What follows belongs to an exercise in optimizing a design on an open flow for small area, a short achievable clock period and few clock cycles per item; a production flow would make more cautious choices. No activity file was given, so power comes from the tool's default toggle rates.

## run 3
==> module ssmt_cell, before the edit <==
module ssmt_cell #(
  parameter int unsigned ELEM_WIDTH = ssmt_pkg::DEF_ELEM_WIDTH
) (
  input  wire logic                   clk_i,
  input  wire logic                   we_i,      
  input  wire logic [ELEM_WIDTH-1:0]  wdata_i,   
  input  wire logic [ELEM_WIDTH-1:0]  cmp_i,     
  output logic                        match_o    
);
  logic [ELEM_WIDTH-1:0] entry_q;
  assign match_o = (entry_q == cmp_i);
  always_ff @(posedge clk_i) begin
    if (we_i) begin
      entry_q <= wdata_i;
    end
  end
endmodule
==> module small_set_membership_table, before the edit <==
module small_set_membership_table #(
  parameter int unsigned CAPACITY   = ssmt_pkg::DEF_CAPACITY,
  parameter int unsigned ELEM_WIDTH = ssmt_pkg::DEF_ELEM_WIDTH
) (
  input  wire logic                          clk_i,
  input  wire logic                          rst_ni,
  input  wire logic                          start_i,
  output logic                               busy_o,
  input  wire logic [ssmt_pkg::OP_W-1:0]     op_i,
  input  wire logic [ssmt_pkg::VALUE_W-1:0]  value_i,
  output logic                               valid_o,
  output logic                               was_member_o,
  output logic [ssmt_pkg::COUNT_W-1:0]       count_o,
  output logic                               empty_res_o,
  output logic                               full_res_o,
  output logic                               rejected_o
);
  localparam int unsigned CNT_W = $clog2(CAPACITY + 1);
  logic                    s1_vld_q;
  logic [ssmt_pkg::OP_W-1:0] s1_op_q;
  logic [ELEM_WIDTH-1:0]   s1_val_q;
  logic                    s2_vld_q;
  logic [ssmt_pkg::OP_W-1:0] s2_op_q;
  logic [ELEM_WIDTH-1:0]   s2_val_q;
  logic [CAPACITY-1:0]     s2_match_q, s2_match_d;
  logic [CAPACITY-1:0]     valid_q, valid_d;
  logic [CNT_W-1:0]        count_q, count_d;
  logic [CAPACITY-1:0]     free_q, free_d;  
  logic [CAPACITY-1:0]     raw_match;
  logic                    fwd_eq;
  logic                    valid_res_q;
  logic                    was_q, empty_q, full_q, rej_q;
  logic [ssmt_pkg::COUNT_W-1:0] cnt_res_q;
  assign busy_o = 1'b0;
  always_ff @(posedge clk_i or negedge rst_ni) begin
    if (!rst_ni) begin
      s1_vld_q <= 1'b0;
    end else begin
      s1_vld_q <= start_i;
    end
  end
  always_ff @(posedge clk_i) begin
    s1_op_q  <= op_i;
    s1_val_q <= ELEM_WIDTH'(value_i);
  end
  function automatic logic [CAPACITY-1:0] lowest_free(input logic [CAPACITY-1:0] used);
    logic seen;
    seen = 1'b0;
    for (int i = 0; i < CAPACITY; i++) begin
      lowest_free[i] = !used[i] && !seen;
      seen           = seen || !used[i];
    end
  endfunction
  for (genvar i = 0; i < CAPACITY; i++) begin : g_cell
    ssmt_cell #(
      .ELEM_WIDTH(ELEM_WIDTH)
    ) u_cell (
      .clk_i  (clk_i),
      .we_i   (free_q[i]),
      .wdata_i(s2_val_q),
      .cmp_i  (s1_val_q),
      .match_o(raw_match[i])
    );
  end
  assign fwd_eq     = (s1_val_q == s2_val_q);
  assign s2_match_d = (free_q & {CAPACITY{fwd_eq}}) | (~free_q & raw_match);
  always_ff @(posedge clk_i or negedge rst_ni) begin
    if (!rst_ni) begin
      s2_vld_q <= 1'b0;
    end else begin
      s2_vld_q <= s1_vld_q;
    end
  end
  always_ff @(posedge clk_i) begin
    s2_op_q    <= s1_op_q;
    s2_val_q   <= s1_val_q;
    s2_match_q <= s2_match_d;
  end
  logic [CAPACITY-1:0] hit;
  logic                member;
  logic                full_now;
  logic                rej_d;
  logic                ins_ok;
  logic                del_ok;
  logic                clr;
  assign hit      = s2_match_q & valid_q;
  assign member   = |hit;
  assign full_now = count_q == CNT_W'(CAPACITY);
  assign ins_ok   = s2_vld_q && (s2_op_q == ssmt_pkg::OP_INSERT) && !member && !full_now;
  assign rej_d    = s2_vld_q && (s2_op_q == ssmt_pkg::OP_INSERT) && !member && full_now;
  assign del_ok   = s2_vld_q && (s2_op_q == ssmt_pkg::OP_DELETE) && member;
  assign clr      = s2_vld_q && (s2_op_q == ssmt_pkg::OP_CLEAR);
  logic [CNT_W-1:0]    cnt_inc, cnt_dec;
  logic [CAPACITY-1:0] free_ins, free_del;
  logic                empty_d, full_d;
  assign cnt_inc  = count_q + CNT_W'(1);
  assign cnt_dec  = count_q - CNT_W'(1);
  assign free_ins = lowest_free(valid_q | free_q);
  assign free_del = lowest_free(valid_q & ~hit);
  always_comb begin
    valid_d = valid_q;
    count_d = count_q;
    free_d  = free_q;
    empty_d = count_q == '0;
    full_d  = full_now;
    if (clr) begin
      valid_d = '0;
      count_d = '0;
      free_d  = CAPACITY'(1);
      empty_d = 1'b1;
      full_d  = 1'b0;
    end else if (ins_ok) begin
      valid_d = valid_q | free_q;
      count_d = cnt_inc;
      free_d  = free_ins;
      empty_d = 1'b0;
      full_d  = count_q == CNT_W'(CAPACITY - 1);
    end else if (del_ok) begin
      valid_d = valid_q & ~hit;
      count_d = cnt_dec;
      free_d  = free_del;
      empty_d = count_q == CNT_W'(1);
      full_d  = 1'b0;
    end
  end
  always_ff @(posedge clk_i or negedge rst_ni) begin
    if (!rst_ni) begin
      valid_q     <= '0;
      count_q     <= '0;
      free_q      <= CAPACITY'(1);
      valid_res_q <= 1'b0;
    end else begin
      valid_q     <= valid_d;
      count_q     <= count_d;
      free_q      <= free_d;
      valid_res_q <= s2_vld_q;
    end
  end
  always_ff @(posedge clk_i) begin
    was_q     <= member;
    cnt_res_q <= ssmt_pkg::COUNT_W'(count_d);
    empty_q   <= empty_d;
    full_q    <= full_d;
    rej_q     <= rej_d;
  end
  assign valid_o      = valid_res_q;
  assign was_member_o = was_q;
  assign count_o      = cnt_res_q;
  assign empty_res_o  = empty_q;
  assign full_res_o   = full_q;
  assign rejected_o   = rej_q;
endmodule
Settings: LEC_CHECK=0, CAP_MARGIN=20, CORE_MARGIN=2, CORE_UTILIZATION=40, SETUP_SLACK_MARGIN=2.2, SLEW_MARGIN=20; clock period 4.0 ns.
run.sh (not shown) runs the stock make flow with config.mk's settings and CLKGATE_MAP_FILE= SYNTH_SCRIPT=/design/flow/synth_recipe.tcl, a recipe that flattens the netlist after the stock synthesis.
Run 3 | stages: all done | timing, DRC, antenna: all pass
Setup changes, run 3 to run 4
diff --git a/flow/design.v b/flow/design.v
--- a/flow/design.v
+++ b/flow/design.v
@@ -24,13 +24,12 @@
   input  wire logic                   clk_i,
   input  wire logic                   we_i,      
-  input  wire logic [ELEM_WIDTH-1:0]  wdata_i,   
-  input  wire logic [ELEM_WIDTH-1:0]  cmp_i,     
+  input  wire logic [ELEM_WIDTH-1:0]  elem_i,    
   output logic                        match_o    
 );
   logic [ELEM_WIDTH-1:0] entry_q;
-  assign match_o = (entry_q == cmp_i);
+  assign match_o = (entry_q == elem_i);
   always_ff @(posedge clk_i) begin
     if (we_i) begin
-      entry_q <= wdata_i;
+      entry_q <= elem_i;
     end
   end
@@ -56,16 +55,11 @@
 );
   localparam int unsigned CNT_W = $clog2(CAPACITY + 1);
-  logic                    s1_vld_q;
+  logic                      s1_vld_q;
   logic [ssmt_pkg::OP_W-1:0] s1_op_q;
-  logic [ELEM_WIDTH-1:0]   s1_val_q;
-  logic                    s2_vld_q;
-  logic [ssmt_pkg::OP_W-1:0] s2_op_q;
-  logic [ELEM_WIDTH-1:0]   s2_val_q;
-  logic [CAPACITY-1:0]     s2_match_q, s2_match_d;
+  logic [ELEM_WIDTH-1:0]     s1_val_q;
   logic [CAPACITY-1:0]     valid_q, valid_d;
   logic [CNT_W-1:0]        count_q, count_d;
-  logic [CAPACITY-1:0]     free_q, free_d;  
+  logic [CAPACITY-1:0]     free_q, free_d;   
   logic [CAPACITY-1:0]     raw_match;
-  logic                    fwd_eq;
   logic                    valid_res_q;
   logic                    was_q, empty_q, full_q, rej_q;
@@ -97,22 +91,7 @@
       .clk_i  (clk_i),
       .we_i   (free_q[i]),
-      .wdata_i(s2_val_q),
-      .cmp_i  (s1_val_q),
+      .elem_i (s1_val_q),
       .match_o(raw_match[i])
     );
-  end
-  assign fwd_eq     = (s1_val_q == s2_val_q);
-  assign s2_match_d = (free_q & {CAPACITY{fwd_eq}}) | (~free_q & raw_match);
-  always_ff @(posedge clk_i or negedge rst_ni) begin
-    if (!rst_ni) begin
-      s2_vld_q <= 1'b0;
-    end else begin
-      s2_vld_q <= s1_vld_q;
-    end
-  end
-  always_ff @(posedge clk_i) begin
-    s2_op_q    <= s1_op_q;
-    s2_val_q   <= s1_val_q;
-    s2_match_q <= s2_match_d;
   end
   logic [CAPACITY-1:0] hit;
@@ -123,11 +102,11 @@
   logic                del_ok;
   logic                clr;
-  assign hit      = s2_match_q & valid_q;
+  assign hit      = raw_match & valid_q;
   assign member   = |hit;
   assign full_now = count_q == CNT_W'(CAPACITY);
-  assign ins_ok   = s2_vld_q && (s2_op_q == ssmt_pkg::OP_INSERT) && !member && !full_now;
-  assign rej_d    = s2_vld_q && (s2_op_q == ssmt_pkg::OP_INSERT) && !member && full_now;
-  assign del_ok   = s2_vld_q && (s2_op_q == ssmt_pkg::OP_DELETE) && member;
-  assign clr      = s2_vld_q && (s2_op_q == ssmt_pkg::OP_CLEAR);
+  assign ins_ok   = s1_vld_q && (s1_op_q == ssmt_pkg::OP_INSERT) && !member && !full_now;
+  assign rej_d    = s1_vld_q && (s1_op_q == ssmt_pkg::OP_INSERT) && !member && full_now;
+  assign del_ok   = s1_vld_q && (s1_op_q == ssmt_pkg::OP_DELETE) && member;
+  assign clr      = s1_vld_q && (s1_op_q == ssmt_pkg::OP_CLEAR);
   logic [CNT_W-1:0]    cnt_inc, cnt_dec;
   logic [CAPACITY-1:0] free_ins, free_del;
@@ -173,5 +152,5 @@
       count_q     <= count_d;
       free_q      <= free_d;
-      valid_res_q <= s2_vld_q;
+      valid_res_q <= s1_vld_q;
     end
   end
==> comparison <==
- Classification of the worst-slack hold path = reg -> reg: run 3; classification of the worst-slack hold path = in -> async: run 4
- Diff run 3 -> run 4 | number of standard cells after synthesis | decrease of about 5%
- Between run 3 and run 4, the effective utilization at floorplan does not differ in any meaningful way.
- Run 4 ends up with higher non-clock buffer count than run 3 does.
- Combinational group share of total power was higher in run 3 than in run 4.
- Run 4 gives more area growth from synthesis to layout than run 3 did.
No run of this note included a check of the RTL's function; only the layout flow was run.

==> what the ideal ports hide <==
The results above use ideal ports. As a check the final layouts listed here were re-extracted and re-timed, cells and wires unchanged. Step 1: set_driving_cell puts a clkbuf_16 on clk_i and a buf_2 on each other input, an assumption about the parent block. Step 2 also shifts input and output timing later by t, the mid clock arrival at the registers, as if the neighbouring blocks saw the same clock. Three values: no drivers, after step 1, after step 2; two values: the first two.
run	t (ns)	setup WS [ns]	hold WS [ns]	worst slew at a driven data input, ns
run 3	0.568	1.858 / 1.858 / 1.858	0.326 / 0.326 / 0.326	0.04
run 4	0.569	1.066 / 1.066 / 1.066	0.437 / 0.407 / 0.536	0.04
After both steps every run listed still meets setup and hold.
